Source: an optimization exercise on an open RTL-to-GDS flow (aim: small area and a short achievable clock period). Production flows keep margins and buffers that such runs may drop. In this exercise RTL edits were held to simulation tests only and were not proved equivalent to the original. The clock port is modelled as an ideal driver; clocking choices that lean on that would not hold on a real chip. Power and IR drop assume default switching activity.

## run A
## execStage
module execStage (
    input  logic               clk,
    input  logic               rstN,
    input  logic [32-1:0]   instr,
    input  logic [32-1:0]   pc,
    input  logic               instrValid,
    input  logic [32-1:0]   readData,       
    output logic [32-1:0]   memAddr,
    output logic [32-1:0]   memWriteData,
    output logic               memWrite,
    output logic [32-1:0]   pcNext
);
For scale: ~5,600 cells after synthesis, about 200 I/O pins, roughly 0.053 mm^2 of cells after synthesis.
export LEC_CHECK = 0
export CAP_MARGIN = 20
export CORE_MARGIN = 2
export CORE_UTILIZATION = 50
export CTS_CLUSTER_DIAMETER = 75
export CTS_CLUSTER_SIZE = 27
export PLACE_DENSITY = 0.6
export SETUP_SLACK_MARGIN = 5
export SLEW_MARGIN = 20
export SYNTH_HIERARCHICAL = 1
export TNS_END_PERCENT = 0
create_clock -name core_clock -period 13.5 [get_ports {clk}]
standard.sh (not shown) runs the stock make flow with config.mk's settings and CLKGATE_MAP_FILE= SYNTH_SCRIPT=/design/flow/synth_recipe.tcl, a recipe that flattens the netlist after the stock synthesis.
==> flow/flow/run.sh <==
#!/bin/bash
# Standard layout with two additions: ports get sky130_fd_sc_hd__buf_2 buffers
# (in place of the default delay-buffer cell), and an area-recovery pass
# (flow/post_cts.tcl: downsize.tcl, upsize.tcl) runs after clock-tree synthesis
# and its timing repair.
# make's full output is in make.log here; ORFS's per-step logs are under orfs/logs.
set -euo pipefail
here=$(pwd)
export POST_CTS_TCL="$here/flow/post_cts.tcl"
export BUFFER_PORTS_ARGS="-buffer_cell sky130_fd_sc_hd__buf_2"
bash standard.sh > "$here/make.log" 2>&1
Other scripts of this flow, unchanged in this note and not shown: flow/flow/downsize.tcl, flow/flow/post_cts.tcl, flow/flow/upsize.tcl
Having completed the whole flow, run A delivered a layout that passed the timing, DRC and antenna checks.
--- input diff run A..run B ---
--- a/flow/config.mk
+++ b/flow/config.mk
@@ -11,2 +10,0 @@
-export CTS_CLUSTER_DIAMETER = 75
-export CTS_CLUSTER_SIZE = 27
Notes after the runs:
Lower minimum clock period was reported by run B, not run A. Between run A and run B, proportion of cell area occupied by registers decreased. Wire length delta (run B − run A): unfavourable. Delta(number of optimization iterations in the first detailed-route pass, run B - run A) < 0. Setup clock skew after layout ended up 0.010 ns higher on run B than on run A.
Modified inputs, run C compared to run B
--- a/flow/config.mk
+++ b/flow/config.mk
@@ -10,0 +11,2 @@
+export CTS_CLUSTER_DIAMETER = 70
+export CTS_CLUSTER_SIZE = 24
Findings:
- Looking only at final worst hold slack, and setting everything else aside, the higher value of run B and run C goes to run C.
- Diff run B -> run C: via total after detailed routing now sits lower, total power now sits lower.
Changes in run D relative to run C:
--- a/flow/config.mk
+++ b/flow/config.mk
@@ -11,2 +11,2 @@
-export CTS_CLUSTER_DIAMETER = 70
-export CTS_CLUSTER_SIZE = 24
+export CTS_CLUSTER_DIAMETER = 60
+export CTS_CLUSTER_SIZE = 20
## What came out
[compare] base=run C new=run D: routed length on met3 now sits higher; async set or reset register ratio after synthesis neither gained nor lost much; total power of the final layout rose by 0.84 mW. From run C to run D the numbers moved as follows: routed via count divided by cell count now smaller; final cell area excluding filler cells now larger; critical path depth now larger; total buffers and inverters traversed by the critical path now larger.


Another version of the RTL of execStage (not shown whole).
Size in the first run: roughly 5700 cells after synthesis, ~1000 flip-flops, about 200 I/O pins.
==> flow/design.v (excerpt) <==
module execStage (
    input  logic               clk,
    input  logic               rstN,
    input  logic [32-1:0]   instr,
    input  logic [32-1:0]   pc,
    input  logic               instrValid,
    input  logic [32-1:0]   readData,       
    output logic [32-1:0]   memAddr,
    output logic [32-1:0]   memWriteData,
    output logic               memWrite,
    output logic [32-1:0]   pcNext
);
==> flow/config.mk <==
export PLATFORM = sky130hd
export DESIGN_NAME = execStage
export DESIGN_NICKNAME = execStage
export VERILOG_FILES = /design/flow/design.v
export SDC_FILE = /design/flow/constraint.sdc
export NUM_CORES = 4
export LEC_CHECK = 0
export CAP_MARGIN = 20
export CORE_MARGIN = 2
export CORE_UTILIZATION = 50
export PLACE_DENSITY = 0.6
export SETUP_SLACK_MARGIN = 5
export SLEW_MARGIN = 20
export SYNTH_HIERARCHICAL = 1
export TNS_END_PERCENT = 0
==> flow/constraint.sdc <==
create_clock -name core_clock -period 13.5 [get_ports {clk}]
set_input_delay 2.7000 -clock core_clock [delete_from_list [all_inputs] [get_ports {clk}]]
set_output_delay 2.7000 -clock core_clock [all_outputs]
set_load 0.01 [all_outputs]
==> flow/flow/run.sh <==
#!/bin/bash
# Standard layout with one addition: an area-recovery pass (flow/post_cts.tcl)
# after clock-tree synthesis and its timing repair. Each tool's full output is
# in make.log here, and ORFS's per-step logs are under orfs/logs.
set -euo pipefail
here=$(pwd)
export POST_CTS_TCL="$here/flow/post_cts.tcl"
bash standard.sh > "$here/make.log" 2>&1
==> flow/flow/downsize.tcl <==
# Area recovery after the clock tree's timing repair: swap each cell to the
# smallest cell of its kind (or a plain buffer for a buffer) that leaves the
# worst setup slack, output slew and capacitance violations no worse.
proc ds_family_sizes {cellname} {
  if {![regexp {^(sky130_fd_sc_hd__[a-z0-9]+?)_([0-9]+)$} $cellname -> base drv]} { return {} }
  set res {}
  set names {}
  foreach lc [get_lib_cells ${base}_*] {
    set n [get_name $lc]
    if {[regexp "^${base}_(\[0-9\]+)\$" $n -> d]} { lappend names $n }
  }
  # Plain buffers of other kinds may become ordinary buffers
  if {[regexp {^sky130_fd_sc_hd__(buf|clkbuf|clkdlybuf4s[0-9]+)_[0-9]+$} $cellname]} {
    foreach n {sky130_fd_sc_hd__buf_1 sky130_fd_sc_hd__buf_2 sky130_fd_sc_hd__buf_4} {
      if {[lsearch $names $n] < 0} { lappend names $n }
    }
  }
  foreach n $names {
    if {[get_property [get_lib_cells $n] dont_use]} continue
    lappend res [list [get_property [get_lib_cells $n] area] $n]
  }
  return [lsort -real -index 0 $res]
}
set ds_max_slew 0.6
proc ds_reest {inst} {
  foreach p [get_pins -of_objects $inst] {
    set n [get_nets -quiet -of_objects $p]
    if {$n ne ""} { est::estimate_parasitic_net $n }
  }
}
proc ds_run {guard} {
  set wns [expr {[sta::worst_slack_cmd max] * 1e9}]
  set n 0; set saved 0.0
  set hold [expr {min([sta::worst_slack_cmd min] * 1e9, 0.1)}]
  set ::ds_cap0 [sta::max_capacitance_violation_count]
  foreach inst [get_cells *] {
    set lc [get_property $inst ref_name]
    set iname [get_full_name $inst]
    if {[string match "clkbuf_*" $iname] || [string match "clkload*" $iname]} continue
    if {[string match "*df*" $lc] || [string match "*tap*" $lc] || [string match "*fill*" $lc] || [string match "*decap*" $lc] || [string match "*conb*" $lc]} continue
    set sizes [ds_family_sizes $lc]
    if {[llength $sizes] < 2} continue
    # worst slack through the instance's output pins
    set s 1e9
    foreach p [get_pins -of_objects $inst -filter "direction==output"] {
      set ps [get_property $p slack_max]
      if {$ps ne "" && $ps ne "INF" && $ps < $s} { set s $ps }
    }
    if {$s < $wns + $guard} continue
    set curArea [get_property [get_lib_cells $lc] area]
    foreach sz $sizes {
      lassign $sz a name
      if {$a >= $curArea || $name eq $lc} break
      replace_cell $inst $name
      ds_reest $inst
      set w [expr {[sta::worst_slack_cmd max] * 1e9}]
      set bad [expr {$w < $wns - 0.0005}]
      if {!$bad && [sta::worst_slack_cmd min] * 1e9 < $hold} { set bad 1 }
      if {!$bad} {
        foreach p [get_pins -of_objects $inst -filter "direction==output"] {
          set sl [get_property $p slew_max]
          if {$sl ne "" && $sl > $::ds_max_slew} { set bad 1 }
        }
      }
      if {!$bad && [sta::max_capacitance_violation_count] > $::ds_cap0} { set bad 1 }
      if {$bad} {
        replace_cell $inst $lc
        ds_reest $inst
      } else {
        set saved [expr {$saved + $curArea - $a}]
        incr n
        break
      }
    }
  }
  puts "downsize: $n cells, [format %.1f $saved] um2, wns [expr {[sta::worst_slack_cmd max]*1e9}]"
}
Other scripts of this flow, unchanged in this note and not shown: flow/flow/post_cts.tcl
The first run ended with an error in clock tree synthesis.
Change:
==> flow/flow/run.sh (replaced) <==
#!/bin/bash
# Standard layout with two additions: ports get sky130_fd_sc_hd__buf_2 buffers
# (in place of the default delay-buffer cell), and an area-recovery pass
# (flow/post_cts.tcl) runs after clock-tree synthesis and its timing repair.
# make's full output is in make.log here; ORFS's per-step logs are under orfs/logs.
set -euo pipefail
here=$(pwd)
export POST_CTS_TCL="$here/flow/post_cts.tcl"
export BUFFER_PORTS_ARGS="-buffer_cell sky130_fd_sc_hd__buf_2"
bash standard.sh > "$here/make.log" 2>&1
--- a/flow/flow/downsize.tcl
+++ b/flow/flow/downsize.tcl
@@ -23,3 +23,3 @@
 }
-set ds_max_slew 0.6
+set ::ds_max_slew 0.6
 proc ds_reest {inst} {
Outcome: This time the run completed with no timing, DRC or antenna violations. Area after synthesis does not change. Synthesized cell count stays the same.

port drivers added, routing unchanged:
The flow's constraints put no driver on any port. The routed layouts listed below were extracted and timed again, unchanged, in two steps. Step 1 (the two cells are an assumption about what drives the block):
set clk [get_ports {clk}]
set_driving_cell -lib_cell sky130_fd_sc_hd__clkbuf_16 $clk
set_driving_cell -lib_cell sky130_fd_sc_hd__buf_2 [delete_from_list [all_inputs] $clk]
Step 2 also shifts input and output timing later by t, the mid clock arrival at the registers, as if the neighbouring blocks saw the same clock. a / b / c = ideal / step 1 / step 2; a / b = the first two.
run | shift t [ns] | slack for setup (ns) | worst setup path after step 2
run A | 0.781 | 4.101 / 4.073 / 3.861 | input to register
run B | 0.782 | 4.244 / 4.199 / 3.804 | input to register
run C | 0.796 | 4.163 / 4.096 / 3.760 | input to register
run D | 0.787 | 4.059 / 4.011 / 3.688 | input to register
the second run of note 2 | 0.793 | 4.339 / 4.318 / 4.182 | input to register
After both steps every run listed still meets setup and hold. For run B, which loses most, drivers alone change the setup slack by -0.045 ns; drivers and shift together by -0.440 ns.
